This is an optimization exercise on Yosys and OpenROAD, whose aim is small area and a short achievable clock period, not a production implementation. Where RTL was checked, it was by simulation tests only, not by an equivalence proof against the original. The RTL of runs 2 to 5 was laid out without a check of its function. Power figures rest on the tool's default switching activity, not on a simulated workload.

==> flow/design.v <==
`default_nettype none
package spi_wrapper_pkg;
  typedef logic [2:0] spi_state_t;
  typedef logic [1:0] spi_cmd_t;
  localparam logic [2:0] IDLE      = 3'b000;
  localparam logic [2:0] CHK_CMD   = 3'b001;
  localparam logic [2:0] WRITE     = 3'b010;
  localparam logic [2:0] READ_ADD  = 3'b011;
  localparam logic [2:0] READ_DATA = 3'b100;
  localparam logic [1:0] c_CMD_WR_ADDR = 2'b00;
  localparam logic [1:0] c_CMD_WR_DATA = 2'b01;
  localparam logic [1:0] c_CMD_RD_ADDR = 2'b10;
  localparam logic [1:0] c_CMD_RD_DATA = 2'b11;
  localparam int c_FRAME_BITS = 10;
endpackage
`default_nettype wire
`default_nettype none
module spi_slave
(
  input  logic       clk,
  input  logic       rst_n,
  input  logic       MOSI,
  input  logic       SS_n,
  input  logic [7:0] rd_byte_i,    
  output logic [9:0] frame_o,
  output logic       rx_valid_o,
  output logic       MISO
);
  spi_wrapper_pkg::spi_state_t cs;
  spi_wrapper_pkg::spi_state_t cs_d;
  logic [3:0] bit_cnt_q;
  logic [9:0] shift_q;
  logic       rx_valid_q;
  logic       rd_addr_stored_q;
  logic [7:0] tx_shift_q;
  logic       miso_q;
  logic       w_data_state;
  logic       w_shifting;
  logic       w_tx_load;
  assign w_data_state = (cs == spi_wrapper_pkg::WRITE) || (cs == spi_wrapper_pkg::READ_ADD) || (cs == spi_wrapper_pkg::READ_DATA);
  assign w_shifting   = w_data_state && (bit_cnt_q < 4'(spi_wrapper_pkg::c_FRAME_BITS));
  assign w_tx_load    = rx_valid_q && (shift_q[9:8] == spi_wrapper_pkg::c_CMD_RD_DATA);
  always_comb begin
    cs_d = cs;
    if (SS_n) begin
      cs_d = spi_wrapper_pkg::IDLE;
    end else begin
      case (cs)
        spi_wrapper_pkg::IDLE:      cs_d = spi_wrapper_pkg::CHK_CMD;
        spi_wrapper_pkg::CHK_CMD:   cs_d = MOSI ? (rd_addr_stored_q ? spi_wrapper_pkg::READ_DATA : spi_wrapper_pkg::READ_ADD) : spi_wrapper_pkg::WRITE;
        spi_wrapper_pkg::WRITE,
        spi_wrapper_pkg::READ_ADD,
        spi_wrapper_pkg::READ_DATA: cs_d = cs;
        default:   cs_d = spi_wrapper_pkg::IDLE;
      endcase
    end
  end
  always_ff @(posedge clk) begin
    if (!SS_n && w_shifting) shift_q <= {shift_q[8:0], MOSI};
  end
  always_ff @(posedge clk or negedge rst_n) begin
    if (!rst_n) begin
      cs               <= spi_wrapper_pkg::IDLE;
      bit_cnt_q        <= '0;
      rx_valid_q       <= 1'b0;
      rd_addr_stored_q <= 1'b0;
    end else begin
      cs         <= cs_d;
      rx_valid_q <= 1'b0;
      if (SS_n) begin
        bit_cnt_q <= '0;
      end else if (w_shifting) begin
        if (bit_cnt_q == 4'(spi_wrapper_pkg::c_FRAME_BITS - 1)) begin
          rx_valid_q <= 1'b1;
          if (cs == spi_wrapper_pkg::READ_ADD)  rd_addr_stored_q <= 1'b1;
          if (cs == spi_wrapper_pkg::READ_DATA) rd_addr_stored_q <= 1'b0;
        end
        bit_cnt_q <= bit_cnt_q + 4'd1;
      end
    end
  end
  always_ff @(posedge clk or negedge rst_n) begin
    if (!rst_n) begin
      tx_shift_q <= '0;
      miso_q     <= 1'b0;
    end else begin
      miso_q <= !SS_n && tx_shift_q[7];
      if (w_tx_load)  tx_shift_q <= rd_byte_i;
      else if (SS_n)  tx_shift_q <= '0;
      else            tx_shift_q <= {tx_shift_q[6:0], 1'b0};
    end
  end
  assign frame_o    = shift_q;
  assign rx_valid_o = rx_valid_q;
  assign MISO       = miso_q;
endmodule
`default_nettype wire
`default_nettype none
module spi_ram
#(
  parameter int L  = 8,
  parameter int LW = 3,    
  parameter int NT = 32,
  parameter int TW = 5     
) (
  input  logic       clk,
  input  logic       rst_n,
  input  logic [9:0] frame_i,
  input  logic       rx_valid_i,
  output logic [7:0] rd_byte_o
);
  logic [7:0]    ring_q [NT][L];
  logic [LW-1:0] phase_q;         
  logic [7:0]    wr_addr_q;       
  logic          wr_addr_set_q;   
  logic [7:0]    wr_data_q;
  logic          wr_pend_q;
  logic [7:0]    rd_addr_q;
  logic [7:0]    rd_byte_q;
  logic cmd_wa, cmd_wd, cmd_ra;
  logic w_hit;
  logic w_cap;
  logic [7:0] w_head;
  assign cmd_wa = rx_valid_i && (frame_i[9:8] == spi_wrapper_pkg::c_CMD_WR_ADDR);
  assign cmd_wd = rx_valid_i && (frame_i[9:8] == spi_wrapper_pkg::c_CMD_WR_DATA);
  assign cmd_ra = rx_valid_i && (frame_i[9:8] == spi_wrapper_pkg::c_CMD_RD_ADDR);
  always_ff @(posedge clk) phase_q <= phase_q + 1'b1;
  assign w_hit = wr_pend_q && (wr_addr_q[LW-1:0] == phase_q);
  always_ff @(posedge clk) begin
    wr_pend_q <= cmd_wd || (wr_pend_q && !w_hit);
    if (cmd_wd) wr_data_q <= frame_i[7:0];
    if (cmd_wa) wr_addr_q <= frame_i[7:0];
    else if (cmd_wd && !wr_addr_set_q) wr_addr_q <= '0;
  end
  always_ff @(posedge clk or negedge rst_n) begin
    if (!rst_n) begin
      wr_addr_set_q <= 1'b0;
      rd_addr_q     <= '0;
    end else begin
      if (cmd_wa || cmd_wd) wr_addr_set_q <= 1'b1;
      if (cmd_ra) rd_addr_q <= frame_i[7:0];
    end
  end
  for (genvar t = 0; t < NT; t++) begin : g_ring
    logic w_we;
    assign w_we = w_hit && (wr_addr_q[LW+TW-1:LW] == TW'(t));
    always_ff @(posedge clk) begin
      for (int i = 0; i < L - 1; i++) ring_q[t][i] <= ring_q[t][i+1];
      ring_q[t][L-1] <= w_we ? wr_data_q : ring_q[t][0];
    end
  end
  assign w_head = ring_q[rd_addr_q[LW+TW-1:LW]][0];
  assign w_cap  = (rd_addr_q[LW-1:0] == phase_q);
  always_ff @(posedge clk) begin
    if (w_cap) rd_byte_q <= (w_hit && (wr_addr_q == rd_addr_q)) ? wr_data_q : w_head;
  end
  assign rd_byte_o = rd_byte_q;
endmodule
`default_nettype wire
`default_nettype none
module spi_wrapper
(
  input  logic clk,
  input  logic rst_n,
  input  logic MOSI,
  output logic MISO,
  input  logic SS_n
);
  logic [9:0] frame;
  logic       rx_valid;
  logic [7:0] rd_byte;
  spi_slave SPI_INSATNCE (
    .clk        (clk),
    .rst_n      (rst_n),
    .MOSI       (MOSI),
    .SS_n       (SS_n),
    .rd_byte_i  (rd_byte),
    .frame_o    (frame),
    .rx_valid_o (rx_valid),
    .MISO       (MISO)
  );
  spi_ram RAM_INSTANCE (
    .clk        (clk),
    .rst_n      (rst_n),
    .frame_i    (frame),
    .rx_valid_i (rx_valid),
    .rd_byte_o  (rd_byte)
  );
endmodule
`default_nettype wire
==> flow/run.sh <==
#!/bin/bash
# synth_recipe.tcl (not shown) runs the flow's synth.tcl, then flattens the netlist and writes it again
# the make line also repeats each setting of config.mk as NAME=value (left out here)
make -C /OpenROAD-flow-scripts/flow DESIGN_CONFIG=/design/flow/config.mk WORK_HOME=/design/flow/orfs CLKGATE_MAP_FILE= SYNTH_SCRIPT=/design/flow/synth_recipe.tcl finish
==> flow/config.mk <==
export PLATFORM = sky130hd
export DESIGN_NAME = spi_wrapper
export DESIGN_NICKNAME = spi_wrapper
export VERILOG_FILES = /design/flow/design.v
export SDC_FILE = /design/flow/constraint.sdc
export NUM_CORES = 4
export LEC_CHECK = 0
export CAP_MARGIN = 20
export CORE_MARGIN = 2
export CORE_UTILIZATION = 40
export SLEW_MARGIN = 20
==> flow/constraint.sdc <==
create_clock -name core_clock -period 5.5 [get_ports {clk}]
set_input_delay 1.1000 -clock core_clock [delete_from_list [all_inputs] [get_ports {clk}]]
set_output_delay 1.1000 -clock core_clock [all_outputs]
set_load 0.01 [all_outputs]
==> results of run 1 <==
==> logic make-up (layout without fill, tap and decap cells) <==
| logic type | count (synthesis) | in the layout | synth area share |
|---|---|---|---|
| DFF | 2113 | 2113 | 0.865 |
| and+or+nand+nor | 282 | 282 | 0.0332 |
| muxes | 281 | 281 | 0.0649 |
| AOI/OAI and AO/OA | 168 | 168 | 0.0244 |
| buffers and inverters | 93 | 368 | 0.00817 |
| xor gates and xnor gates | 17 | 17 | 0.00347 |
| adders and majority gates | 3 | 3 | 0.000759 |
| other | 0 | 1 | 0 |
==> cells in the final DEF, fill, tap and decap left out, drive strengths merged, types with 14 or more instances in the layout <==
master	Yosys	layout
dfxtp	2052	2052
clkbuf	50	282
mux2	270	270
nand2	69	69
nor2	49	49
a22oi	38	38
clkinv	0	36
edfxtp	34	34
nand3	29	29
o21ai	29	29
dfrtp	27	27
buf	33	22
inv	10	20
a32oi	19	19
nor2b	18	18
and2	17	17
nor3	17	17
a21oi	15	15
and3	15	15
nand3b	14	14
a31oi	14	14
==> flip-flops by register name, indices dropped and copies added (netlist names), 4 cells and up <==
| signal | count |
|---|---|
| RAM_INSTANCE.wr_data_q | 8 |
| RAM_INSTANCE.rd_addr_q | 8 |
| RAM_INSTANCE.ring_q | 2048 |
| RAM_INSTANCE.rd_byte_q | 8 |
| SPI_INSATNCE.tx_shift_q | 8 |
| SPI_INSATNCE.shift_q | 10 |
| SPI_INSATNCE.bit_cnt_q | 4 |
| RAM_INSTANCE.wr_addr_q | 8 |
==> how the worst min path moves through the flow <==
stage / to / cells after the start
final: RAM_INSTANCE.ring_q[120][2] / 0
after global routing: RAM_INSTANCE.ring_q[173][4] / 0
after CTS: RAM_INSTANCE.ring_q[134][6] / 0
after detailed placement: RAM_INSTANCE.ring_q[0][7] / 0
after global placement: RAM_INSTANCE.ring_q[163][2] / 0
after floorplan: RAM_INSTANCE.ring_q[0][0] / 0
==> synthesized netlist by cell type, types with 18 or more instances <==
cell / number / area [sq um]
dfxtp_1: 2052 / 41100
a22oi_1: 38 / 285
o21ai_0: 24 / 120
nor2b_1: 18 / 113
a32oi_1: 19 / 166
clkbuf_1: 50 / 188
nand2_1: 66 / 248
nor2_1: 35 / 131
edfxtp_1: 34 / 1020
buf_2: 26 / 130
mux2_2: 246 / 2770
dfrtp_1: 27 / 676
nand3_1: 27 / 135
==> layout make-up <==
| type | instances | area [sq um] |
|---|---|---|
| clock buffer | 282 | 5520 |
| clock inverter | 50 | 515 |
| multi-input combinational | 751 | 6280 |
| sequential | 2113 | 42800 |
| fill | 10400 | 65800 |
| antenna | 1 | 2.50 |
| timing repair buffer | 26 | 213 |
| tap | 1637 | 2050 |
| inverter | 10 | 37.5 |
==> per-layer routing <==
layer	global-route usage	vias to the layer above	part of all wire
met5	0	-	0
met3	0.0318	184	0.045
met4	0.0670	0	0.037
met1	0.227	10400	0.50
li1	-	10100	-
met2	0.226	502	0.42
==> stage by stage <==
step	cells	instance area [sq um]	hold slack [ns]
floorplan	2957	49500	0.310
global placement	4536	51300	0.310
detailed placement	4537	51400	0.312
CTS	4869	57400	0.298
global route	4869	57400	0.310
finish	4870	57400	0.305
==> critical path, cell delays in order, from the launching register on <==
cell	delay, ns
dfrtp_1	0.55
buf_4	0.27
and2_1	0.31
buf_4	0.30
and2_0	0.28
a221oi_1	0.55
nand4_1	0.15
nor3_1	0.25
o21ai_1	0.10
==> power groups by stage <==
| stage | registers, W | clock network, W | logic (W) |
|---|---|---|---|
| after floorplan | 0.0157 | 0 | 0.0000124 |
| after detailed placement | 0.0157 | 0 | 0.0000237 |
| after global placement | 0.0157 | 0 | 0.0000234 |
| after CTS | 0.0154 | 0.0128 | 0.0000239 |
| after global routing | 0.0153 | 0.0134 | 0.0000269 |
| final | 0.0154 | 0.0125 | 0.0000232 |
==> impl_metrics.csv, run 1 <==
group,metric,value,unit
floorplanning,rows,129,
grt,antenna_found_initial,4,
power_and_ir_drop,pwr-share-comb,0.001,
floorplanning,die_h,356,microns
grt,grt_pass1_wl,141000,microns
timing,rsz0062_at_grt,"false",
synthesis,syn_area,0.0495,sq mm
timing,finalHoldViolCount,0,
finish,fin_util,0.466,
place,gp_congestion,0.902,
synthesis,synth_area_per_cell,16.7,sq um
drt,drc,0,
worst_setup_path,cp-startpoint,"RAM_INSTANCE.rd_addr_q[7]",
synthesis,yosysSeqAreaShare,0.865,
timing,fin_crit,3.01,ns
synthesis,synth_flop_cell,"dfxtp_1",
finish,drive_gt1_frac,0.188,
drt,vias,21100,
clocking,htree_num_levels,4,
clocking,cts_inserted_buffers,186,
worst_setup_path,r2r-end,"RAM_INSTANCE.rd_byte_q[6]",
floorplanning,die-area,0.126,sq mm
clocking,insertion_delay,0.77,ns
hold_path,hold_class,"reg2reg",
drt,drtPass1Iterations,5,
drt,detail-route-antenna-nets,0,
finish,syn_to_final_growth,16.1,%
timing,period_share,0.547,
synthesis,synth_edf_count,34,
timing,worst_slack,2.49,ns
synthesis,syn_nets,2964,
clocking,root_buffer,"clkbuf_16",
worst_setup_path,critPathMaxFanout,19,
timing,skew,0.0263,ns
place,dp.final_hpwl,65100,microns
timing,drv_slew,0,
grt,grt_pass1_vias,20500,
timing,slew_headroom,0.322,
power_and_ir_drop,ir_drop,0.325,mV
drt,drt-total-wl,98000,microns
worst_setup_path,reg2reg_depth,8,
grt,grt_max_degree,38,
drt,drt_iter0_markers,1430,
clocking,clockBufferDepth,3,
power_and_ir_drop,p_int,0.0225,W
clocking,cts_sinks,2113,
timing,fin_setup_tns,0,ns
worst_setup_path,path_class,"reg2reg",
power_and_ir_drop,totalPowerFinal,0.0278,W
drt,vias_per_cell,4.34,
floorplanning,start_util,0.402,
run_status,status,"complete, no violations",
floorplanning,io-pin-count,5,
place,port_buffers,4,
power_and_ir_drop,power_frac_seq,0.551,
place,place_ws,2.45,ns
synthesis,synthCells,2957,
power_and_ir_drop,netSwitchingFraction,0.193,
power_and_ir_drop,leakage,22.9,nW
clocking,clkSlewWorstSetupHoldPaths,0.07,ns
timing,setup_viol,0,
synthesis,ys_types,80,
worst_setup_path,ff2ff_setup_slack,2.49,ns
worst_setup_path,r2r-start,"RAM_INSTANCE.rd_addr_q[7]",
synthesis,synth_seq_cells,2113,
floorplanning,fp.dieW,356,microns
worst_setup_path,setup.worst_path.end,"RAM_INSTANCE.rd_byte_q[6]",
grt,gr-total-overflow,0,
worst_setup_path,cp.required,6.02,ns
worst_setup_path,worstSetupStartpointType,"flip-flop",
worst_setup_path,end_kind,"flip-flop",
clocking,cts-hold-fix-buffers,0,
worst_setup_path,arrival,3.53,ns
finish,finalNetCount,3095,
floorplanning,core,0.123,sq mm
clocking,cts_tree,"built",
drt,wl_per_cell,20.1,microns
synthesis,async_flop_share,0.0128,
power_and_ir_drop,power_density,485,mW/mm^2
hold_path,holdCritStartpoint,"RAM_INSTANCE.ring_q[121][2]",
timing,fmax,332,MHz
clocking,post_cts_buffers,0,
timing,worst_pin_slew,1.01,ns
power_and_ir_drop,clkPwrFrac,0.448,
run,maxCapViolations,0,
grt,grt_use_total,0.156,
power_and_ir_drop,p_switching,0.00538,W
synthesis,ys_warn_count,3,
clocking,cts_resized,0,
==> run 2, diff against run 1 <==
--- a/flow/design.v
+++ b/flow/design.v
@@ -58,3 +58,3 @@
   always_ff @(posedge clk) begin
-    if (!SS_n && w_shifting) shift_q <= {shift_q[8:0], MOSI};
+    shift_q <= {shift_q[8:0], MOSI};
   end
@@ -99,8 +99,3 @@
 module spi_ram
-#(
-  parameter int L  = 8,
-  parameter int LW = 3,    
-  parameter int NT = 32,
-  parameter int TW = 5     
-) (
+(
   input  logic       clk,
@@ -111,14 +106,36 @@
 );
-  logic [7:0]    ring_q [NT][L];
-  logic [LW-1:0] phase_q;         
-  logic [7:0]    wr_addr_q;       
-  logic          wr_addr_set_q;   
-  logic [7:0]    wr_data_q;
-  logic          wr_pend_q;
-  logic [7:0]    rd_addr_q;
-  logic [7:0]    rd_byte_q;
+  localparam int L  = 12;
+  localparam int NT = 22;
+  logic [7:0] ring_q [NT-1][L];
+  logic [7:0] ring4_q [4];
+  logic [3:0] phase_q;         
+  logic [8:0] wr_loc_q;        
+  logic       wr_loc_set_q;    
+  logic [7:0] wr_data_q;
+  logic       wr_pend_q;
+  logic       wr_hit_q;        
+  logic [3:0] rd_idx_q;        
+  logic [5:0] rd_hi_q;         
+  logic [3:0] rd_lo_q;         
+  logic [7:0] rd_byte_q;
   logic cmd_wa, cmd_wd, cmd_ra;
-  logic w_hit;
-  logic w_cap;
+  logic [8:0] w_loc;
+  logic [3:0] w_phase_nx;
+  logic [8:0] w_wr_loc_nx;
+  logic       w_wr_pend_nx;
+  logic       w_cap;
+  logic       w_same;
   logic [7:0] w_head;
+  logic [NT-1:0] w_wr_ring;
+  logic [5:0] w_new_hi;
+  logic [3:0] w_new_lo;
+  function automatic logic [8:0] loc_of(input logic [7:0] a);
+    logic [5:0] hi;
+    hi = a[7:2] - 6'd42;
+    if (a[7:2] < 6'd42) loc_of = {a[7:3], 1'b0, a[2:0]};
+    else                loc_of = {hi[4:0], 2'b10, a[1:0]};
+  endfunction
+  function automatic logic at_head(input logic [4:0] rng, input logic [3:0] idx, input logic [3:0] ph);
+    at_head = (idx[1:0] == ph[1:0]) && (rng == 5'd21 || idx[3:2] == ph[3:2]);
+  endfunction
   assign cmd_wa = rx_valid_i && (frame_i[9:8] == spi_wrapper_pkg::c_CMD_WR_ADDR);
@@ -126,9 +143,35 @@
   assign cmd_ra = rx_valid_i && (frame_i[9:8] == spi_wrapper_pkg::c_CMD_RD_ADDR);
-  always_ff @(posedge clk) phase_q <= phase_q + 1'b1;
-  assign w_hit = wr_pend_q && (wr_addr_q[LW-1:0] == phase_q);
-  always_ff @(posedge clk) begin
-    wr_pend_q <= cmd_wd || (wr_pend_q && !w_hit);
-    if (cmd_wd) wr_data_q <= frame_i[7:0];
-    if (cmd_wa) wr_addr_q <= frame_i[7:0];
-    else if (cmd_wd && !wr_addr_set_q) wr_addr_q <= '0;
+  assign w_loc  = loc_of(frame_i[7:0]);
+  assign w_phase_nx = (phase_q == 4'd11) ? 4'd0 : phase_q + 4'd1;
+  always_ff @(posedge clk) phase_q <= w_phase_nx;
+  always_comb begin
+    w_wr_loc_nx = wr_loc_q;
+    if (cmd_wa) w_wr_loc_nx = w_loc;
+    else if (cmd_wd && !wr_loc_set_q) w_wr_loc_nx = '0;
+  end
+  assign w_wr_pend_nx = cmd_wd || (wr_pend_q && !wr_hit_q);
+  always_ff @(posedge clk) begin
+    wr_loc_q  <= w_wr_loc_nx;
+    wr_pend_q <= w_wr_pend_nx;
+    wr_hit_q  <= w_wr_pend_nx && at_head(w_wr_loc_nx[8:4], w_wr_loc_nx[3:0], w_phase_nx);
+    if (rx_valid_i) wr_data_q <= frame_i[7:0];
+  end
+  for (genvar t = 0; t < NT; t++) begin : g_dec
+    assign w_wr_ring[t] = (wr_loc_q[8:4] == 5'(t));
+  end
+  for (genvar t = 0; t < NT - 1; t++) begin : g_ring
+    always_ff @(posedge clk) begin
+      for (int i = 0; i < L - 1; i++) ring_q[t][i] <= ring_q[t][i+1];
+      ring_q[t][L-1] <= (wr_hit_q && w_wr_ring[t]) ? wr_data_q : ring_q[t][0];
+    end
+  end
+  always_ff @(posedge clk) begin
+    for (int i = 0; i < 3; i++) ring4_q[i] <= ring4_q[i+1];
+    ring4_q[3] <= (wr_hit_q && w_wr_ring[NT-1]) ? wr_data_q : ring4_q[0];
+  end
+  for (genvar h = 0; h < 6; h++) begin : g_hi
+    assign w_new_hi[h] = (w_loc[8:6] == 3'(h));
+  end
+  for (genvar l = 0; l < 4; l++) begin : g_lo
+    assign w_new_lo[l] = (w_loc[5:4] == 2'(l));
   end
@@ -136,21 +179,32 @@
     if (!rst_n) begin
-      wr_addr_set_q <= 1'b0;
-      rd_addr_q     <= '0;
-    end else begin
-      if (cmd_wa || cmd_wd) wr_addr_set_q <= 1'b1;
-      if (cmd_ra) rd_addr_q <= frame_i[7:0];
-    end
-  end
-  for (genvar t = 0; t < NT; t++) begin : g_ring
-    logic w_we;
-    assign w_we = w_hit && (wr_addr_q[LW+TW-1:LW] == TW'(t));
-    always_ff @(posedge clk) begin
-      for (int i = 0; i < L - 1; i++) ring_q[t][i] <= ring_q[t][i+1];
-      ring_q[t][L-1] <= w_we ? wr_data_q : ring_q[t][0];
-    end
-  end
-  assign w_head = ring_q[rd_addr_q[LW+TW-1:LW]][0];
-  assign w_cap  = (rd_addr_q[LW-1:0] == phase_q);
-  always_ff @(posedge clk) begin
-    if (w_cap) rd_byte_q <= (w_hit && (wr_addr_q == rd_addr_q)) ? wr_data_q : w_head;
+      wr_loc_set_q <= 1'b0;
+      rd_idx_q     <= '0;
+      rd_hi_q      <= 6'b000001;
+      rd_lo_q      <= 4'b0001;
+    end else begin
+      if (cmd_wa || cmd_wd) wr_loc_set_q <= 1'b1;
+      if (cmd_ra) begin
+        rd_idx_q <= w_loc[3:0];
+        rd_hi_q  <= w_new_hi;
+        rd_lo_q  <= w_new_lo;
+      end
+    end
+  end
+  always_comb begin
+    logic [7:0] grp;
+    w_head = '0;
+    for (int h = 0; h < 6; h++) begin
+      grp = '0;
+      for (int l = 0; l < 4; l++) begin
+        if (4 * h + l < NT - 1)       grp |= rd_lo_q[l] ? ring_q[4*h+l][0] : 8'd0;
+        else if (4 * h + l == NT - 1) grp |= rd_lo_q[l] ? ring4_q[0] : 8'd0;
+      end
+      w_head |= rd_hi_q[h] ? grp : 8'd0;
+    end
+  end
+  assign w_cap  = (rd_idx_q[1:0] == phase_q[1:0]) &&
+                  ((rd_hi_q[5] && rd_lo_q[1]) || rd_idx_q[3:2] == phase_q[3:2]);
+  assign w_same = wr_hit_q && rd_hi_q[wr_loc_q[8:6]] && rd_lo_q[wr_loc_q[5:4]];
+  always_ff @(posedge clk) begin
+    if (w_cap) rd_byte_q <= w_same ? wr_data_q : w_head;
   end
--- a/flow/config.mk
+++ b/flow/config.mk
@@ -9,3 +9,6 @@
 export CORE_MARGIN = 2
-export CORE_UTILIZATION = 40
+export CORE_UTILIZATION = 65
+export CTS_CLUSTER_DIAMETER = 60
+export CTS_CLUSTER_SIZE = 30
+export SETUP_SLACK_MARGIN = 3.3
 export SLEW_MARGIN = 20
==> run 2 against run 1 <==
Effect of this change:
- synthesized cell count decreased by 6.8%
- fmax increased by 34%
- critical path type is now reg2out
- area after synthesis decreased by 3.7%
- first-iteration DRC count decreased by 31%
- clock power decreased by 37%
- non-clock buffer count increased by 5
- register-to-register slack improved by 0.78 ns
- sequential power about the same
- largest power group unchanged
==> impl_metrics.csv, run 2 <==
group,metric,value,unit
run_status,status,"complete, no violations",
worst_setup_path,worstSetupStartpointType,"flip-flop",
synthesis,ys_warn_count,4,
timing,skew,0.0205,ns
worst_setup_path,crit_family,"flip-flops",
finish,finalNetCount,2822,
clocking,cts_inserted_buffers,90,
worst_setup_path,crit_path_max_incr_delay,0.36,ns
power_and_ir_drop,ir_drop,0.490,mV
drt,drtPass1Iterations,5,
finish,fin_util,0.713,
worst_setup_path,cp.buffers_inverters,1,
drt,vias_per_cell,4.78,
power_and_ir_drop,clkPwrFrac,0.338,
synthesis,synth_most_common_cell,"dfxtp_1",
place,dp.final_hpwl,43900,microns
hold_path,hold_class,"reg2reg",
timing,setup_viol,0,
grt,grt_pass1_vias,17700,
finish,fillerInstances,4625,
floorplanning,rows,99,
synthesis,synthTopCellsByCount,"2073 x dfxtp_1, 184 x mux2_2, 106 x a22oi_1",
timing,timing.hold.ws,0.319,ns
synthesis,syn_nets,2763,
synthesis,synthCells,2755,
power_and_ir_drop,p_int,0.0187,W
clocking,cts_tree,"built",
clocking,clockBufferDepth,3,
synthesis,synth_edf_count,16,
drt,drt-total-wl,70700,microns
clocking,htree_num_levels,3,
floorplanning,start_util,0.655,
timing,fmax,444,MHz
grt,grt_max_degree,34,
finish,ff_latch_area,0.0428,sq mm
power_and_ir_drop,power_frac_seq,0.660,
worst_setup_path,critPathMaxFanout,1,
drt,vias,18300,
worst_setup_path,path_cells,"buf_2",
worst_setup_path,path_class,"reg2out",
timing,finalHoldViolCount,0,
run,maxCapViolations,0,
timing,slew_headroom,0.394,
grt,grt_use_total,0.190,
worst_setup_path,end_kind,"primary output",
timing,worst_pin_slew,0.905,ns
grt,gr-usage-met1,0.309,
synthesis,synth_seq_cells,2122,
place,placed_area,0.0487,sq mm
grt,grt.met3_usage,0.0297,
clocking,insertion_delay,0.68,ns
synthesis,yosys.area.top_type,"dfxtp_1",
synthesis,synth_area_leaders,"dfxtp_1 87%, mux2_2 4.4%, a22oi_1 1.7%, dfrtp_1 1.6%, edfxtp_1 1.0%",
timing,fin_crit,2.25,ns
drt,drc,0,
synthesis,syn_area,0.0476,sq mm
power_and_ir_drop,p_switching,0.00459,W
timing,period_share,0.410,
place,dp_cells,3668,
worst_setup_path,arrival,1.15,ns
timing,rsz0062_at_grt,"true",
grt,grt_busiest_layer,"met1",
finish,reg_top3,"RAM_INSTANCE.ring_q x2016, RAM_INSTANCE.ring4_q x32, SPI_INSATNCE.shift_q x10",
floorplanning,fp.dieW,275,microns
power_and_ir_drop,pwr-share-comb,0.002,
synthesis,yosysTopAreaCellShare,0.872,
finish,most-common-layout-cells,"2068 x dfxtp_1, 184 x mux2_2, 95 x nand2_1, 90 x clkbuf_16, 89 x a22oi_1",
floorplanning,io-pin-count,5,
finish,fin_cells,3817,
grt,met2_usage,0.261,
floorplanning,core,0.0727,sq mm
finish,drive_gt1_frac,0.143,
finish,syn_to_final_growth,8.86,%
floorplanning,die-area,0.0754,sq mm
finish,diodes,0,
place,port_buffers,4,
synthesis,async_flop_share,0.0156,
grt,gr-total-overflow,0,
place,gp_congestion,0.866,
grt,antenna_found_initial,2,
worst_setup_path,cp_slowest_cell,"dfrtp_1",
timing,fin_setup_tns,0,ns
power_and_ir_drop,power_density,450,mW/mm^2
synthesis,synth_area_per_cell,17.3,sq um
worst_setup_path,cp.required,4.40,ns
drt,wl_per_cell,18.5,microns
timing,drv_slew,0,
drt,detail-route-antenna-nets,0,
drt,drt_iter0_markers,986,
finish,top_register,"RAM_INSTANCE.ring_q",
floorplanning,die_h,275,microns
clocking,cts_sinks,2122,
synthesis,ys_types,67,
synthesis,yosysSeqAreaShare,0.899,
clocking,clkSlewWorstSetupHoldPaths,0.11,ns
clocking,root_buffer,"clkbuf_16",
finish,final_common_cell,"dfxtp_1",
power_and_ir_drop,leakage,20.9,nW
synthesis,synth_flop_cell,"dfxtp_1",
finish,multiInputGateArea,0.00462,sq mm
clocking,cts-hold-fix-buffers,0,
grt,grt_pass1_wl,106000,microns
finish,design_area,0.0518,sq mm
finish,largest_register_ff_count,2016,
power_and_ir_drop,netSwitchingFraction,0.197,
## run 2: worst paths after layout
check | start | to | slack (ns) | cells after the start
setup / recovery | SPI_INSATNCE.miso_q | MISO | 3.25 | 1
hold / removal | RAM_INSTANCE.ring_q[145][0] | RAM_INSTANCE.ring_q[144][0] | 0.32 | 0
setup reg to reg | RAM_INSTANCE.rd_lo_q[1] | RAM_INSTANCE.rd_byte_q[4] | 3.27 | 6
hold reg to reg | RAM_INSTANCE.ring_q[145][0] | RAM_INSTANCE.ring_q[144][0] | 0.32 | 0
max in group asynchronous | rst_n | RAM_INSTANCE.rd_lo_q[3] | 4.26 | 2
min in group asynchronous | rst_n | SPI_INSATNCE.cs[2] | 0.84 | 2
## run 2: logic make-up (layout without fill, tap and decap cells)
group           after synthesis  in the layout  share of synthesized area
xor+xnor                      9              9                    0.00166
compound gates              174            174                     0.0273
buf+inv                      74            177                    0.00657
fa+ha+maj                     4              4                    0.00105
simple gates                183            183                     0.0189
flops                      2122           2122                      0.899
mux                         189            189                     0.0451
## run 2: repair_timing
item,in CTS,in global routing
setup buffers,8,5
endpoints found under the hold margin,0,0
endpoints found under the setup margin,100,102
pin swaps,1,0
resized for setup,34,27
gates cloned,0,0
## run 2: per-layer routing
layer,share of wire,wire [microns]
met1,0.54,38300
met2,0.40,28100
met3,0.033,2320
met4,0.029,2030
met5,0,0
## run 2: layout make-up
class	count	area share
sequential	2122	0.827
multi-input combinational	559	0.0891
clock buffer	96	0.0447
tap	959	0.0232
clock inverter	40	0.00990
timing repair buffer	31	0.00567
inverter	10	0.000724
## run 2: worst reg2reg max path, cell delays in order, from the launching register on
cell,delay [ns]
dfrtp_4,0.59
buf_4,0.24
a22oi_1,0.22
nand2_1,0.08
a22oi_1,0.46
nand3_1,0.13
mux2_2,0.28
## run 2: per-stage QoR
step | worst slack, ns | power, W
after global routing | 3.18 | 0.0241
after floorplan | 3.41 | 0.0158
final | 3.25 | 0.0233
after global placement | 2.87 | 0.0158
after CTS | 3.16 | 0.0235
after detailed placement | 2.79 | 0.0158
## run 2: power by group through the flow
stage / clock, W / sequential (W) / combinational [W]
after floorplan: 0 / 0.0157 / 0.0000328
after global placement: 0 / 0.0158 / 0.0000414
after detailed placement: 0 / 0.0158 / 0.0000429
after CTS: 0.00809 / 0.0154 / 0.0000449
after global routing: 0.00864 / 0.0154 / 0.0000507
final: 0.00789 / 0.0154 / 0.0000455
==> run 3, diff against run 2 <==
--- a/flow/config.mk
+++ b/flow/config.mk
@@ -9,3 +9,3 @@
 export CORE_MARGIN = 2
-export CORE_UTILIZATION = 65
+export CORE_UTILIZATION = 72
 export CTS_CLUSTER_DIAMETER = 60
==> run 3 against run 2 <==
Effect of this change:
- first-iteration DRC count increased by 19%
- clock skew increased by 0.0072 ns
- clock power fell by 6.8%
- critical path depth did not move
- synthesized cell count stayed put
- global-route usage up 4.0 points
- worst setup slack improved by 0.0053 ns
- critical path type unchanged
- largest cell class unchanged
- highest routed layer is now met5
==> impl_metrics.csv, run 3 <==
group,metric,value,unit
synthesis,yosys.area.top_type,"dfxtp_1",
grt,antenna_found_initial,4,
place,gp_congestion,0.901,
worst_setup_path,path_class,"reg2out",
timing,period_share,0.409,
place,placed_area,0.0486,sq mm
clocking,root_buffer,"clkbuf_16",
synthesis,synthCells,2755,
floorplanning,io-pin-count,5,
clocking,cts_inserted_buffers,84,
finish,final_common_cell,"dfxtp_1",
drt,drt-total-wl,77100,microns
grt,grt_pass1_wl,115000,microns
synthesis,ys_warn_count,4,
clocking,cts_tree,"built",
synthesis,synth_area_leaders,"dfxtp_1 87%, mux2_2 4.4%, a22oi_1 1.7%, dfrtp_1 1.6%, edfxtp_1 1.0%",
floorplanning,die_h,261,microns
synthesis,synth_flop_cell,"dfxtp_1",
timing,slew_headroom,0.481,
worst_setup_path,cp.buffers_inverters,1,
grt,gr-total-overflow,0,
timing,finalHoldViolCount,0,
clocking,cts_sinks,2122,
worst_setup_path,crit_family,"flip-flops",
synthesis,synth_seq_cells,2122,
finish,most-common-layout-cells,"2066 x dfxtp_1, 184 x mux2_2, 97 x nand2_1, 86 x clkbuf_16, 84 x a22oi_1",
clocking,clockBufferDepth,3,
synthesis,ys_types,67,
timing,fin_setup_tns,0,ns
drt,drt_iter0_markers,1175,
run,maxCapViolations,0,
timing,rsz0062_at_grt,"true",
synthesis,synth_most_common_cell,"dfxtp_1",
floorplanning,fp.dieW,261,microns
drt,routedLengthMet1,37800,microns
drt,wl_met3,3070,microns
worst_setup_path,worstSetupStartpointType,"flip-flop",
synthesis,yosysSeqAreaShare,0.899,
synthesis,synth_edf_count,16,
clocking,insertion_delay,0.66,ns
finish,largest_register_ff_count,2016,
drt,vias_per_cell,5.05,
clocking,clkSlewWorstSetupHoldPaths,0.11,ns
synthesis,yosysTopAreaCellShare,0.872,
floorplanning,die-area,0.0682,sq mm
floorplanning,rows,94,
timing,drv_slew,0,
worst_setup_path,crit_path_max_incr_delay,0.37,ns
finish,syn_to_final_growth,7.95,%
finish,design_area,0.0514,sq mm
drt,detail-route-antenna-nets,0,
synthesis,syn_area,0.0476,sq mm
power_and_ir_drop,power_density,444,mW/mm^2
hold_path,hold_class,"reg2reg",
worst_setup_path,arrival,1.15,ns
worst_setup_path,end_kind,"primary output",
finish,fin_util,0.783,
drt,vias,18700,
synthesis,async_flop_share,0.0156,
place,port_buffers,4,
floorplanning,core,0.0656,sq mm
worst_setup_path,critPathMaxFanout,1,
finish,drive_gt1_frac,0.138,
timing,setup_viol,0,
timing,fin_crit,2.25,ns
power_and_ir_drop,leakage,20.7,nW
power_and_ir_drop,ir_drop,0.368,mV
place,dp.final_hpwl,44200,microns
finish,reg_top3,"RAM_INSTANCE.ring_q x2016, RAM_INSTANCE.ring4_q x32, SPI_INSATNCE.shift_q x10",
clocking,htree_num_levels,3,
timing,worst_pin_slew,0.770,ns
timing,fmax,445,MHz
drt,drtPass1Iterations,5,
drt,routed.top_layer,"met5",
grt,grt_use_total,0.230,
grt,grt_max_degree,34,
finish,top_register,"RAM_INSTANCE.ring_q",
worst_setup_path,cp_slowest_cell,"dfrtp_1",
synthesis,syn_nets,2763,
floorplanning,start_util,0.725,
finish,diodes,0,
drt,drc,0,
drt,wl_per_cell,20.8,microns
finish,finalNetCount,2820,
run_status,status,"complete, no violations",
drt,routed-wl-met2,33900,microns
grt,grt_pass1_vias,19100,
synthesis,synthTopCellsByCount,"2073 x dfxtp_1, 184 x mux2_2, 106 x a22oi_1",
timing,skew,0.0277,ns
synthesis,synth_area_per_cell,17.3,sq um
worst_setup_path,cp.required,4.40,ns
worst_setup_path,path_cells,"buf_2",
==> run 3: cell counts after synthesis <==
No cell type changed its count.
==> run 3: kinds of logic (layout without fill, tap and decap cells) <==
kind of cell             Yosys count  after routing  synth area share
flip-flops                      2122           2122             0.899
multiplexers                     189            189            0.0451
AND/OR/NAND/NOR                  183            183            0.0189
AO/OA/AOI/OAI                    174            174            0.0273
buffers and inverters             74            154           0.00657
XOR/XNOR                           9              9           0.00166
adder cells (fa/ha/maj)            4              4           0.00105
==> run 3: cell type report <==
type                            count  area [sq um]
Tap cell                          864          1080
Clock buffer                       93          2190
Sequential cell                  2122         42800
Fill cell                        3446         14200
Clock inverter                     16           220
Inverter                           10          37.5
Multi-Input combinational cell    559          4670
Timing Repair Buffer               35           345
==> run 3: path summary, 6_finish.rpt <==
path,from,end,slack (ns),depth (start not counted)
worst max-delay path,SPI_INSATNCE.miso_q,MISO,3.25,1
worst min-delay path,RAM_INSTANCE.ring_q[143][4],RAM_INSTANCE.ring_q[142][4],0.32,0
worst max register to register,RAM_INSTANCE.rd_lo_q[0],RAM_INSTANCE.rd_byte_q[0],3.35,5
worst min register to register,RAM_INSTANCE.ring_q[143][4],RAM_INSTANCE.ring_q[142][4],0.32,0
max in group asynchronous,rst_n,RAM_INSTANCE.rd_lo_q[3],4.24,2
min in group asynchronous,rst_n,SPI_INSATNCE.miso_q,0.87,2
==> run 3: timing repair <==
item,CTS,global route
buffers inserted,9,7
gates resized for setup,33,39
endpoints found under the setup margin,85,83
gates cloned,0,1
hold buffers,0,0
pin swaps,1,3
==> run 3: power by group <==
part	total, W	internal, W	switching [W]
clock network	0.00735	0.00302	0.00434
registers	0.0154	0.0154	0.0000159
logic	0.0000479	0.0000187	0.0000292
total	0.0228	0.0184	0.00438
==> run 3: stage by stage <==
stage,instances,hold slack [ns],power [W],worst slack [ns]
3_3_place_gp,3573,0.310,0.0158,2.90
4_1_cts,3691,0.325,0.0229,3.21
5_1_grt,3699,0.321,0.0234,3.19
3_5_place_dp,3573,0.312,0.0158,2.80
6_report,3699,0.323,0.0228,3.25
2_1_floorplan,2755,0.310,0.0158,3.41
==> run 3: layer usage <==
metal  up-vias  track usage
met1      9197        0.346
met2       325        0.347
met3       147       0.0366
li1       9006            -
met4         6       0.0739
met5         -            0
==> run 4, diff against run 3 <==
--- a/flow/config.mk
+++ b/flow/config.mk
@@ -9,6 +9,6 @@
 export CORE_MARGIN = 2
-export CORE_UTILIZATION = 72
+export CORE_UTILIZATION = 80
 export CTS_CLUSTER_DIAMETER = 60
 export CTS_CLUSTER_SIZE = 30
-export SETUP_SLACK_MARGIN = 3.3
+export SETUP_SLACK_MARGIN = 3.4
 export SLEW_MARGIN = 20
==> run 4 against run 3 <==
Effect of this change:
- the run now fails in clock tree synthesis
- synthesized cell count unchanged
- area after synthesis unchanged
==> impl_metrics.csv, run 4 <==
group,metric,value,unit
synthesis,synthCells,2755,
synthesis,synth_simple_gate_area_frac,0.0189,
synthesis,muxShareOfSynthArea,0.0451,
clocking,cts_sinks,2122,
synthesis,yosys.area.top_type,"dfxtp_1",
clocking,htree_num_levels,3,
synthesis,syn_nets,2763,
synthesis,synth_compound_area_frac,0.0273,
synthesis,synthTopCellsByCount,"2073 x dfxtp_1, 184 x mux2_2, 106 x a22oi_1",
synthesis,syn_area,0.0476,sq mm
place,gp_congestion,0.902,
clocking,cts_inserted_buffers,81,
synthesis,synth_seq_cells,2122,
clocking,cts-hold-fix-buffers,0,
clocking,root_buffer,"clkbuf_16",
place,dp.final_hpwl,49400,microns
synthesis,synth_edf_count,16,
place,port_buffers,4,
synthesis,synth_area_per_cell,17.3,sq um
floorplanning,rows,89,
synthesis,synth_flop_cell,"dfxtp_1",
clocking,clockBufferDepth,3,
synthesis,yosys.area_share.adder,0.00105,
floorplanning,io-pin-count,5,
synthesis,ys_types,67,
synthesis,async_flop_share,0.0156,
synthesis,synth_most_common_cell,"dfxtp_1",
place,placed_area,0.0484,sq mm
floorplanning,start_util,0.808,
synthesis,yosysTopAreaCellShare,0.872,
run_status,failing_step,"clock tree synthesis",
run_status,status,"stopped before the end",
clocking,post_cts_buffers,18,
place,dp_cells,3481,
synthesis,ys_warn_count,4,
floorplanning,fp.dieW,248,microns
clocking,cts_resized,81,
synthesis,synth_top_family_by_area,"multiplexers",
synthesis,synth_area_leaders,"dfxtp_1 87%, mux2_2 4.4%, a22oi_1 1.7%, dfrtp_1 1.6%, edfxtp_1 1.0%",
run_status,tool.error,"[ERROR DPL-0033] detailed placement checks failed during check placement.",
floorplanning,die_h,248,microns
synthesis,synth_xor_area_frac,0.00166,
synthesis,yosysSeqAreaShare,0.899,
==> run 4: cell counts after synthesis <==
Identical to the previous run, type by type.
==> run 4: kinds of logic after synthesis <==
family,after synthesis
flops,2122
simple gates,183
buf+inv,74
fa+ha+maj,4
xor+xnor,9
compound gates,174
mux,189
==> run 4: worst max path at each step <==
stage,from,end,slack (ns)
2_1_floorplan,SPI_INSATNCE.rx_valid_q,RAM_INSTANCE.wr_hit_q,3.41
3_3_place_gp,SS_n,SPI_INSATNCE.rd_addr_stored_q,2.98
3_5_place_dp,RAM_INSTANCE.rd_lo_q[0],RAM_INSTANCE.rd_byte_q[1],2.76
==> run 4: stage by stage <==
stage	total power (W)	setup WS, ns	utilization
global placement	0.0158	2.98	0.822
detailed placement	0.0158	2.76	0.822
floorplan	0.0158	3.41	-
==> run 4: power by group through the flow <==
stage	logic (W)	clock network (W)	registers [W]
detailed placement	0.0000426	0	0.0158
global placement	0.0000397	0	0.0158
floorplan	0.0000328	0	0.0157
==> run 5, diff against run 4 <==
--- a/flow/config.mk
+++ b/flow/config.mk
@@ -9,6 +9,6 @@
 export CORE_MARGIN = 2
-export CORE_UTILIZATION = 80
-export CTS_CLUSTER_DIAMETER = 60
+export CORE_UTILIZATION = 65
+export CTS_CLUSTER_DIAMETER = 40
 export CTS_CLUSTER_SIZE = 30
-export SETUP_SLACK_MARGIN = 3.4
+export SETUP_SLACK_MARGIN = 3.3
 export SLEW_MARGIN = 20
==> run 5 against run 4 <==
Effect of this change:
- the run now finishes clean
- area after synthesis stayed put
- synthesized cell count stayed put
==> impl_metrics.csv, run 5 <==
group,metric,value,unit
run_status,status,"complete, no violations",
synthesis,synth_flop_cell,"dfxtp_1",
clocking,htree_num_levels,4,
place,place_ws,2.79,ns
worst_setup_path,critPathMaxFanout,1,
finish,syn_to_final_growth,14.7,%
floorplanning,rows,99,
worst_setup_path,cp_slowest_cell,"dfrtp_1",
synthesis,async_flop_share,0.0156,
clocking,insertion_delay,0.75,ns
synthesis,synth_area_per_cell,17.3,sq um
worst_setup_path,cp-startpoint,"SPI_INSATNCE.miso_q",
worst_setup_path,path_cells,"buf_2",
drt,drt_iter0_markers,1004,
finish,fin_util,0.751,
synthesis,ys_warn_count,4,
timing,fin_setup_tns,0,ns
power_and_ir_drop,totalPowerFinal,0.0274,W
worst_setup_path,cp.buffers_inverters,1,
timing,worst_pin_slew,0.861,ns
worst_setup_path,worstSetupStartpointType,"flip-flop",
clocking,cts_inserted_buffers,149,
synthesis,yosys.area.top_type,"dfxtp_1",
finish,final_common_cell,"dfxtp_1",
place,placed_area,0.0487,sq mm
synthesis,synth_area_leaders,"dfxtp_1 87%, mux2_2 4.4%, a22oi_1 1.7%, dfrtp_1 1.6%, edfxtp_1 1.0%",
clocking,root_buffer,"clkbuf_16",
hold_path,hold_class,"reg2reg",
place,dp.final_hpwl,43900,microns
grt,grt_max_degree,34,
floorplanning,die-area,0.0754,sq mm
timing,period_share,0.421,
grt,grt_pass1_wl,110000,microns
timing,finalHoldViolCount,0,
worst_setup_path,arrival,1.21,ns
drt,detail-route-antenna-nets,0,
power_and_ir_drop,ir_drop,0.440,mV
finish,design_area,0.0546,sq mm
clocking,cts_tree,"built",
grt,grt_use_total,0.198,
timing,skew,0.0402,ns
clocking,clockBufferDepth,3,
hold_path,whs_path_depth,0,
drt,wl_per_cell,18.5,microns
drt,vias,18900,
timing,worst_slack,3.19,ns
finish,top_register,"RAM_INSTANCE.ring_q",
power_and_ir_drop,power_density,501,mW/mm^2
worst_setup_path,path_class,"reg2out",
worst_setup_path,crit_path_max_incr_delay,0.36,ns
drt,drc,0,
finish,drive_gt1_frac,0.186,
worst_setup_path,r2r-end,"RAM_INSTANCE.rd_byte_q[7]",
finish,most-common-layout-cells,"2066 x dfxtp_1, 184 x mux2_2, 152 x clkbuf_16, 92 x nand2_1, 88 x a22oi_1",
synthesis,syn_nets,2763,
timing,fmax,432,MHz
finish,diodes,0,
timing,fin_crit,2.31,ns
run,maxCapViolations,0,
floorplanning,core,0.0727,sq mm
timing,setup_viol,0,
worst_setup_path,worstSetupPathDepth,1,
place,port_buffers,4,
place,gp_congestion,0.866,
worst_setup_path,crit_family,"flip-flops",
grt,antenna_found_initial,1,
drt,drtPass1Iterations,5,
drt,vias_per_cell,4.78,
synthesis,synthCells,2755,
worst_setup_path,setup.worst_path.end,"MISO",
drt,drt-total-wl,73400,microns
power_and_ir_drop,leakage,22.2,nW
clocking,cts_sinks,2122,
synthesis,ys_types,67,
timing,rsz0062_at_grt,"true",
synthesis,yosysTopAreaCellShare,0.872,
timing,slew_headroom,0.420,
timing,drv_slew,0,
synthesis,yosysSeqAreaShare,0.899,
clocking,clkSlewWorstSetupHoldPaths,0.07,ns
synthesis,synth_most_common_cell,"dfxtp_1",
worst_setup_path,r2r-start,"RAM_INSTANCE.rd_lo_q[1]",
grt,gr-total-overflow,0,
worst_setup_path,ff2ff_setup_slack,3.32,ns
finish,finalNetCount,2882,
hold_path,holdCritStartpoint,"RAM_INSTANCE.ring_q[129][6]",
floorplanning,die_h,275,microns
worst_setup_path,cp.required,4.40,ns
finish,largest_register_ff_count,2016,
finish,reg_top3,"RAM_INSTANCE.ring_q x2016, RAM_INSTANCE.ring4_q x32, SPI_INSATNCE.shift_q x10",
grt,grt_pass1_vias,18500,
worst_setup_path,end_kind,"primary output",
floorplanning,io-pin-count,5,
synthesis,syn_area,0.0476,sq mm
floorplanning,start_util,0.655,
synthesis,synth_edf_count,16,
worst_setup_path,reg2reg_depth,6,
synthesis,synth_seq_cells,2122,
synthesis,synthTopCellsByCount,"2073 x dfxtp_1, 184 x mux2_2, 106 x a22oi_1",
floorplanning,fp.dieW,275,microns
clocking,cts-hold-fix-buffers,0,
[run 5: repair_timing]
item	4_1_cts	5_1_grt
resized for setup	38	36
pin swaps	1	2
setup endpoints to repair	94	85
endpoints found under the hold margin	0	0
buffers inserted	9	5
[run 5: worst min-delay path by stage]
stage	slack (ns)	endpoint
2_1_floorplan	0.31	RAM_INSTANCE.ring4_q[0][0]
3_3_place_gp	0.31	RAM_INSTANCE.ring_q[101][1]
3_5_place_dp	0.31	RAM_INSTANCE.ring_q[106][4]
4_1_cts	0.30	RAM_INSTANCE.ring_q[82][6]
5_1_grt	0.31	RAM_INSTANCE.ring_q[42][7]
6_report	0.31	RAM_INSTANCE.ring_q[128][6]
[run 5: logic make-up after synthesis]
| logic type | Yosys count | share of synthesized area |
|---|---|---|
| mux | 189 | 0.0451 |
| buf+inv | 74 | 0.00657 |
| fa+ha+maj | 4 | 0.00105 |
| simple gates | 183 | 0.0189 |
| xor+xnor | 9 | 0.00166 |
| compound gates | 174 | 0.0273 |
| flops | 2122 | 0.899 |
[run 5: cell type report]
class                   instances  area [sq um]
flip-flops and latches       2122         42800
well taps                     959          1200
inverters                      10          37.5
clock buffers                 159          3870
clock inverters               118          1710
multi-input cells             559          4660
fillers                      4298         18100
repair buffers                 32           307
[run 5: metrics by stage]
step / cells / hold slack, ns
after floorplan: 2755 / 0.310
after global placement: 3668 / 0.310
after detailed placement: 3668 / 0.312
after CTS: 3954 / 0.300
after global routing: 3959 / 0.311
final: 3959 / 0.311
[run 5: metal layers]
| metal | wire length [microns] | share of wire | GRT usage |
|---|---|---|---|
| met1 | 38600 | 0.53 | 0.307 |
| met2 | 29600 | 0.40 | 0.272 |
| met3 | 2770 | 0.038 | 0.0388 |
| met4 | 2330 | 0.032 | 0.0868 |
| met5 | 11 | 0.00015 | 0 |
[run 5: worst reg2reg max path, stage by stage (launching register included)]
cell     delay [ns]
dfrtp_4        0.59
buf_4          0.25
a22oi_2        0.22
nand2_1        0.12
a22oi_1        0.35
nand3_1        0.13
mux2_2         0.27
[run 5: power breakdown]
part	leakage [nW]	total [W]	switching, W	internal (W)
Sequential	17.3	0.0154	0.0000161	0.0154
Combinational	2.20	0.0000476	0.0000278	0.0000198
Clock	2.69	0.0119	0.00587	0.00604
Total	22.2	0.0274	0.00592	0.0214
==> run 6, diff against run 5 <==
--- a/flow/design.v
+++ b/flow/design.v
@@ -28,5 +28,4 @@
 );
-  spi_wrapper_pkg::spi_state_t cs;
-  spi_wrapper_pkg::spi_state_t cs_d;
-  logic [3:0] bit_cnt_q;
+  logic [3:0] state_q;
+  logic       rd_frame_q;
   logic [9:0] shift_q;
@@ -34,27 +33,15 @@
   logic       rd_addr_stored_q;
-  logic [7:0] tx_shift_q;
+  logic [3:0] tx_left_q;         
   logic       miso_q;
-  logic       w_data_state;
-  logic       w_shifting;
+  logic       w_last_bit;
   logic       w_tx_load;
-  assign w_data_state = (cs == spi_wrapper_pkg::WRITE) || (cs == spi_wrapper_pkg::READ_ADD) || (cs == spi_wrapper_pkg::READ_DATA);
-  assign w_shifting   = w_data_state && (bit_cnt_q < 4'(spi_wrapper_pkg::c_FRAME_BITS));
-  assign w_tx_load    = rx_valid_q && (shift_q[9:8] == spi_wrapper_pkg::c_CMD_RD_DATA);
-  always_comb begin
-    cs_d = cs;
-    if (SS_n) begin
-      cs_d = spi_wrapper_pkg::IDLE;
-    end else begin
-      case (cs)
-        spi_wrapper_pkg::IDLE:      cs_d = spi_wrapper_pkg::CHK_CMD;
-        spi_wrapper_pkg::CHK_CMD:   cs_d = MOSI ? (rd_addr_stored_q ? spi_wrapper_pkg::READ_DATA : spi_wrapper_pkg::READ_ADD) : spi_wrapper_pkg::WRITE;
-        spi_wrapper_pkg::WRITE,
-        spi_wrapper_pkg::READ_ADD,
-        spi_wrapper_pkg::READ_DATA: cs_d = cs;
-        default:   cs_d = spi_wrapper_pkg::IDLE;
-      endcase
-    end
-  end
+  localparam logic [3:0] S_IDLE = 4'd0;
+  localparam logic [3:0] S_CHK  = 4'd1;
+  localparam logic [3:0] S_LAST = 4'd11;    
+  localparam logic [3:0] S_DONE = 4'd12;
+  assign w_last_bit = (state_q == S_LAST);
+  assign w_tx_load  = rx_valid_q && (shift_q[9:8] == spi_wrapper_pkg::c_CMD_RD_DATA);
   always_ff @(posedge clk) begin
     shift_q <= {shift_q[8:0], MOSI};
+    if (state_q == S_CHK) rd_frame_q <= MOSI;
   end
@@ -62,4 +49,3 @@
     if (!rst_n) begin
-      cs               <= spi_wrapper_pkg::IDLE;
-      bit_cnt_q        <= '0;
+      state_q          <= S_IDLE;
       rx_valid_q       <= 1'b0;
@@ -67,14 +53,6 @@
     end else begin
-      cs         <= cs_d;
-      rx_valid_q <= 1'b0;
-      if (SS_n) begin
-        bit_cnt_q <= '0;
-      end else if (w_shifting) begin
-        if (bit_cnt_q == 4'(spi_wrapper_pkg::c_FRAME_BITS - 1)) begin
-          rx_valid_q <= 1'b1;
-          if (cs == spi_wrapper_pkg::READ_ADD)  rd_addr_stored_q <= 1'b1;
-          if (cs == spi_wrapper_pkg::READ_DATA) rd_addr_stored_q <= 1'b0;
-        end
-        bit_cnt_q <= bit_cnt_q + 4'd1;
-      end
+      rx_valid_q <= !SS_n && w_last_bit;
+      if (SS_n)                  state_q <= S_IDLE;
+      else if (state_q != S_DONE) state_q <= state_q + 4'd1;
+      if (!SS_n && w_last_bit && rd_frame_q) rd_addr_stored_q <= !rd_addr_stored_q;
     end
@@ -83,9 +61,9 @@
     if (!rst_n) begin
-      tx_shift_q <= '0;
-      miso_q     <= 1'b0;
+      tx_left_q <= '0;
+      miso_q    <= 1'b0;
     end else begin
-      miso_q <= !SS_n && tx_shift_q[7];
-      if (w_tx_load)  tx_shift_q <= rd_byte_i;
-      else if (SS_n)  tx_shift_q <= '0;
-      else            tx_shift_q <= {tx_shift_q[6:0], 1'b0};
+      miso_q <= !SS_n && (tx_left_q != 4'd0) && rd_byte_i[3'(tx_left_q - 4'd1)];
+      if (w_tx_load)                    tx_left_q <= 4'd8;
+      else if (SS_n)                    tx_left_q <= '0;
+      else if (tx_left_q != 4'd0)       tx_left_q <= tx_left_q - 4'd1;
     end
--- a/flow/config.mk
+++ b/flow/config.mk
@@ -9,4 +9,4 @@
 export CORE_MARGIN = 2
-export CORE_UTILIZATION = 65
-export CTS_CLUSTER_DIAMETER = 40
+export CORE_UTILIZATION = 76
+export CTS_CLUSTER_DIAMETER = 60
 export CTS_CLUSTER_SIZE = 30
==> run 6 against run 5 <==
Effect of this change:
- still clean on timing, DRC and antenna
- hold slack improved by 0.0068 ns
- synthesized cell count decreased by 1.4%
- sequential power about the same
- first-iteration DRC count increased by 35%
- largest cell class unchanged
==> impl_metrics.csv, run 6 <==
group,metric,value,unit
finish,largest_register_ff_count,2016,
synthesis,ys_warn_count,4,
worst_setup_path,cp_slowest_cell,"dfrtp_1",
hold_path,holdCritStartpoint,"RAM_INSTANCE.ring_q[223][1]",
finish,final_common_cell,"dfxtp_1",
timing,rsz0062_at_grt,"true",
grt,gr-total-overflow,0,
synthesis,synth_edf_count,16,
power_and_ir_drop,pwr-share-comb,0.006,
timing,period_share,0.420,
clocking,cts_sinks,2114,
clocking,cts_inserted_buffers,81,
synthesis,async_flop_share,0.0118,
worst_setup_path,worstSetupPathDepth,1,
finish,design_area,0.0507,sq mm
drt,drt-total-wl,85400,microns
drt,vias,19000,
grt,grt_max_degree,51,
drt,drc,0,
clocking,insertion_delay,0.67,ns
grt,grt_pass1_wl,126000,microns
timing,worst_pin_slew,0.991,ns
drt,vias_per_cell,5.24,
worst_setup_path,cp.required,4.40,ns
synthesis,synthCells,2717,
finish,diodes,0,
timing,setup_viol,0,
power_and_ir_drop,netSwitchingFraction,0.200,
synthesis,syn_area,0.0473,sq mm
worst_setup_path,worstSetupStartpointType,"flip-flop",
synthesis,synth_seq_cells,2114,
worst_setup_path,r2r-start,"RAM_INSTANCE.wr_hit_q",
finish,syn_to_final_growth,7.17,%
drt,wl_per_cell,23.6,microns
timing,fin_crit,2.31,ns
place,port_buffers,4,
worst_setup_path,ff2ff_setup_slack,3.26,ns
worst_setup_path,path_class,"reg2out",
floorplanning,io-pin-count,5,
floorplanning,die-area,0.0642,sq mm
timing,drv_slew,0,
drt,drt_iter0_markers,1356,
grt,antenna_found_initial,3,
power_and_ir_drop,ir_drop,0.381,mV
synthesis,synthTopCellsByCount,"2073 x dfxtp_1, 144 x mux2_2, 107 x a22oi_1",
worst_setup_path,arrival,1.21,ns
synthesis,synth_area_leaders,"dfxtp_1 88%, mux2_2 3.4%, a22oi_1 1.7%, dfrtp_1 1.2%, mux2_1 1.0%",
worst_setup_path,cp-startpoint,"SPI_INSATNCE.miso_q",
synthesis,yosysSeqAreaShare,0.901,
synthesis,yosysTopAreaCellShare,0.878,
worst_setup_path,setup.worst_path.end,"MISO",
synthesis,syn_nets,2727,
place,dp.final_hpwl,46500,microns
power_and_ir_drop,power_density,451,mW/mm^2
finish,finalNetCount,2777,
timing,fin_setup_tns,0,ns
finish,top_register,"RAM_INSTANCE.ring_q",
worst_setup_path,r2r-end,"RAM_INSTANCE.ring_q[131][6]",
finish,drive_gt1_frac,0.106,
clocking,clockBufferDepth,3,
floorplanning,die_h,253,microns
worst_setup_path,end_kind,"primary output",
grt,grt_use_total,0.269,
power_and_ir_drop,p_switching,0.00457,W
finish,reg_top3,"RAM_INSTANCE.ring_q x2016, RAM_INSTANCE.ring4_q x32, SPI_INSATNCE.shift_q x10",
place,gp_congestion,0.916,
synthesis,synth_most_common_cell,"dfxtp_1",
timing,fmax,433,MHz
finish,most-common-layout-cells,"2069 x dfxtp_1, 144 x mux2_2, 105 x a22oi_1, 83 x clkbuf_16, 73 x nand2_1",
worst_setup_path,reg2reg_depth,4,
drt,drtPass1Iterations,7,
finish,fillerInstances,2619,
power_and_ir_drop,power_frac_seq,0.673,
synthesis,yosys.area.top_type,"dfxtp_1",
drt,detail-route-antenna-nets,0,
clocking,root_buffer,"clkbuf_16",
synthesis,synth_flop_cell,"dfxtp_1",
place,placed_area,0.0482,sq mm
power_and_ir_drop,clkPwrFrac,0.320,
clocking,cts-hold-fix-buffers,0,
power_and_ir_drop,p_int,0.0183,W
worst_setup_path,critPathMaxFanout,1,
run,maxCapViolations,0,
timing,slew_headroom,0.337,
floorplanning,start_util,0.767,
clocking,htree_num_levels,3,
clocking,cts_tree,"built",
timing,finalHoldViolCount,0,
floorplanning,core,0.0616,sq mm
worst_setup_path,crit_family,"flip-flops",
worst_setup_path,path_cells,"buf_6",
timing,skew,0.0249,ns
power_and_ir_drop,leakage,20.5,nW
hold_path,hold_class,"reg2reg",
synthesis,synth_area_per_cell,17.4,sq um
clocking,clkSlewWorstSetupHoldPaths,0.11,ns
worst_setup_path,cp.buffers_inverters,1,
synthesis,ys_types,52,
floorplanning,rows,91,
worst_setup_path,crit_path_max_incr_delay,0.42,ns
run_status,status,"complete, no violations",
grt,grt_pass1_vias,20000,
floorplanning,fp.dieW,253,microns
==> run 6: what timing repair did <==
| item | 4_1_cts | 5_1_grt |
|---|---|---|
| resized for setup | 16 | 13 |
| setup endpoints to repair | 39 | 64 |
| setup buffers | 1 | 7 |
==> run 6: stage by stage <==
step / cells / worst slack (ns) / hold WS [ns] / utilization / total power [W]
2_1_floorplan: 2717 / 3.38 / 0.310 / - / 0.0158
3_3_place_gp: 3513 / 2.97 / 0.310 / 0.783 / 0.0158
3_5_place_dp: 3513 / 2.90 / 0.312 / 0.783 / 0.0159
4_1_cts: 3618 / 3.15 / 0.323 / 0.821 / 0.0229
5_1_grt: 3625 / 3.16 / 0.328 / 0.822 / 0.0234
6_report: 3625 / 3.19 / 0.317 / 0.822 / 0.0228
==> run 6: cell families after synthesis <==
family,synth area share
and+or+nand+nor,0.0156
xor gates and xnor gates,0.00185
DFF,0.901
muxes,0.0471
adders and majority gates,0.00159
buffers and inverters,0.00609
AOI/OAI and AO/OA,0.0263
==> run 6: worst min path at each step <==
stage	to	slack (ns)	depth (start not counted)
6_report	RAM_INSTANCE.ring_q[222][1]	0.32	0
5_1_grt	RAM_INSTANCE.ring_q[222][1]	0.33	0
4_1_cts	RAM_INSTANCE.ring_q[194][1]	0.32	0
3_5_place_dp	RAM_INSTANCE.ring_q[132][2]	0.31	0
3_3_place_gp	RAM_INSTANCE.ring_q[75][1]	0.31	0
2_1_floorplan	RAM_INSTANCE.ring4_q[0][0]	0.31	0
==> run 6: power by group through the flow <==
stage	combinational (W)	sequential, W	clock, W
floorplan	0.0000999	0.0157	0
global placement	0.000117	0.0157	0
detailed placement	0.000131	0.0157	0
CTS	0.000144	0.0154	0.00734
global route	0.000158	0.0154	0.00785
finish	0.000146	0.0154	0.00732
==> run 6: layout make-up <==
| type | instances | area [sq um] | area share |
|---|---|---|---|
| Sequential cell | 2114 | 42600 | 0.841 |
| Multi-Input combinational cell | 528 | 4420 | 0.0872 |
| Clock buffer | 95 | 2130 | 0.0421 |
| Tap cell | 837 | 1050 | 0.0207 |
| Timing Repair Buffer | 28 | 236 | 0.00467 |
| Clock inverter | 9 | 150 | 0.00296 |
| Inverter | 14 | 52.6 | 0.00104 |
==> run 6: routing by layer <==
layer / routed length, microns / track usage
met1: 38700 / 0.376
met2: 40900 / 0.443
met3: 3370 / 0.0352
met4: 2420 / 0.0881
met5: 0 / 0
==> run 7, diff against run 6 <==
--- a/flow/config.mk
+++ b/flow/config.mk
@@ -9,6 +9,6 @@
 export CORE_MARGIN = 2
-export CORE_UTILIZATION = 76
+export CORE_UTILIZATION = 72
 export CTS_CLUSTER_DIAMETER = 60
 export CTS_CLUSTER_SIZE = 30
-export SETUP_SLACK_MARGIN = 3.3
+export SETUP_SLACK_MARGIN = 3.6
 export SLEW_MARGIN = 20
==> run 7 against run 6 <==
Effect of this change:
- power shrank 0.16%
- critical path type unchanged
- critical endpoint unchanged
- still clean on timing, DRC and antenna
- sequential cell count stayed put
- clock power fell by 0.5%
==> impl_metrics.csv, run 7 <==
group,metric,value,unit
finish,reg_top3,"RAM_INSTANCE.ring_q x2016, RAM_INSTANCE.ring4_q x32, SPI_INSATNCE.shift_q x10",
worst_setup_path,setup.worst_path.end,"MISO",
timing,finalHoldViolCount,0,
finish,finalNetCount,2800,
worst_setup_path,r2r-start,"RAM_INSTANCE.rd_lo_q[2]",
finish,multiInputGateArea,0.00485,sq mm
clocking,clockBufferDepth,3,
timing,fin_setup_tns,0,ns
synthesis,ys_types,52,
power_and_ir_drop,power_frac_seq,0.674,
synthesis,async_flop_share,0.0118,
worst_setup_path,cp.required,4.40,ns
worst_setup_path,end_kind,"primary output",
floorplanning,die_h,260,microns
synthesis,synth_xor_area_frac,0.00185,
drt,drt-total-wl,83400,microns
timing,worst_pin_slew,0.622,ns
clocking,root_buffer,"clkbuf_16",
drt,vias,18900,
power_and_ir_drop,p_switching,0.00453,W
grt,grt_use_total,0.248,
worst_setup_path,ff2ff_setup_slack,3.48,ns
timing,fmax,435,MHz
worst_setup_path,cp.buffers_inverters,1,
run,maxCapViolations,0,
floorplanning,rows,93,
place,place_ws,2.98,ns
timing,worst_slack,3.20,ns
timing,setup_viol,0,
place,dp.final_hpwl,44700,microns
synthesis,synthTopCellsByCount,"2073 x dfxtp_1, 144 x mux2_2, 107 x a22oi_1",
synthesis,synth_simple_gate_area_frac,0.0156,
finish,syn_to_final_growth,9.12,%
synthesis,yosysTopAreaCellShare,0.878,
worst_setup_path,cp-startpoint,"SPI_INSATNCE.miso_q",
clocking,cts_sinks,2114,
worst_setup_path,reg2reg_depth,7,
power_and_ir_drop,leakage,20.7,nW
worst_setup_path,path_class,"reg2out",
synthesis,synth_flop_cell,"dfxtp_1",
finish,top_register,"RAM_INSTANCE.ring_q",
clocking,clkSlewWorstSetupHoldPaths,0.11,ns
synthesis,synth_seq_cells,2114,
synthesis,synth_edf_count,16,
clocking,htree_num_levels,3,
timing,slew_headroom,0.584,
worst_setup_path,r2r-end,"RAM_INSTANCE.rd_byte_q[3]",
floorplanning,die-area,0.0677,sq mm
timing,fin_crit,2.30,ns
timing,period_share,0.418,
floorplanning,core,0.0647,sq mm
power_and_ir_drop,p_int,0.0183,W
timing,rsz0062_at_grt,"true",
synthesis,synth_top_family_by_area,"multiplexers",
drt,vias_per_cell,5.16,
hold_path,hold_class,"reg2reg",
run_status,status,"complete, no violations",
synthesis,muxShareOfSynthArea,0.0471,
synthesis,synth_area_leaders,"dfxtp_1 88%, mux2_2 3.4%, a22oi_1 1.7%, dfrtp_1 1.2%, mux2_1 1.0%",
power_and_ir_drop,clkPwrFrac,0.319,
timing,drv_slew,0,
grt,grt_max_degree,52,
clocking,cts_inserted_buffers,83,
worst_setup_path,cp_slowest_cell,"dfrtp_1",
worst_setup_path,worstSetupStartpointType,"flip-flop",
synthesis,ys_warn_count,4,
worst_setup_path,arrival,1.20,ns
worst_setup_path,crit_path_max_incr_delay,0.39,ns
place,gp_congestion,0.838,
finish,final_common_cell,"dfxtp_1",
power_and_ir_drop,ir_drop,0.406,mV
run 7: cell count changes in the layout (fill, tap and decap cells not counted), moves of 7 or more:
| cell | change |
|---|---|
| nand2_2 | +20 |
| buf_12 | +7 |
| dfrtp_2 | +9 |
| a22oi_1 | -47 |
| nand2_1 | -20 |
| mux2_4 | +8 |
| clkbuf_16 | +7 |
| dfxtp_1 | -9 |
| dfrtp_1 | -8 |
| a22oi_2 | +47 |
| mux2_1 | -8 |
run 7: how the worst min path moves through the flow:
stage	startpoint	endpoint	slack, ns	depth (start not counted)
2_1_floorplan	RAM_INSTANCE.ring4_q[1][0]	RAM_INSTANCE.ring4_q[0][0]	0.31	0
3_3_place_gp	RAM_INSTANCE.ring_q[53][5]	RAM_INSTANCE.ring_q[52][5]	0.31	0
3_5_place_dp	RAM_INSTANCE.ring_q[118][4]	RAM_INSTANCE.ring_q[117][4]	0.31	0
4_1_cts	RAM_INSTANCE.ring_q[195][3]	RAM_INSTANCE.ring_q[194][3]	0.31	0
5_1_grt	RAM_INSTANCE.ring_q[195][3]	RAM_INSTANCE.ring_q[194][3]	0.30	0
6_report	RAM_INSTANCE.ring_q[195][3]	RAM_INSTANCE.ring_q[194][3]	0.30	0
run 7: area by class of cell:
class | instances | share of cell area
clock inverter | 14 | 0.00364
inverter | 14 | 0.00102
tap | 855 | 0.0207
clock buffer | 93 | 0.0416
sequential | 2114 | 0.827
antenna | 1 | 0.0000485
timing repair buffer | 48 | 0.0119
multi-input combinational | 529 | 0.0941
run 7: metal layers:
| layer | global-route usage | share of wire |
|---|---|---|
| met2 | 0.384 | 0.45 |
| met3 | 0.0506 | 0.052 |
| met5 | 0 | 0.00019 |
| met4 | 0.0810 | 0.032 |
| met1 | 0.357 | 0.46 |
run 7: power by group through the flow:
stage	sequential (W)	combinational (W)	clock (W)
after detailed placement	0.0157	0.000130	0
after CTS	0.0154	0.000133	0.00737
after floorplan	0.0157	0.0000999	0
after global routing	0.0154	0.000157	0.00788
final	0.0154	0.000147	0.00728
after global placement	0.0157	0.000121	0
run 7: cells by family (layout without fill, tap and decap cells):
family          after synthesis  count (layout)
compound gates              167             167
simple gates                151             152
other cells                   0               1
mux                         194             194
xor+xnor                     10              10
fa+ha+maj                     6               6
flops                      2114            2114
buf+inv                      75             169
run 7: what timing repair did:
item,4_1_cts,5_1_grt
gates resized for setup,117,45
pin swaps,20,25
gates cloned,2,8
setup buffers,14,9
setup endpoints to repair,156,139
run 7: through the flow:
step	instances	instance area, sq um	hold slack (ns)	util
floorplan	2717	47300	0.310	-
global placement	3527	48200	0.310	0.746
detailed placement	3527	48200	0.312	0.746
CTS	3650	51200	0.309	0.791
global route	3667	51600	0.297	0.797
finish	3668	51600	0.304	0.797
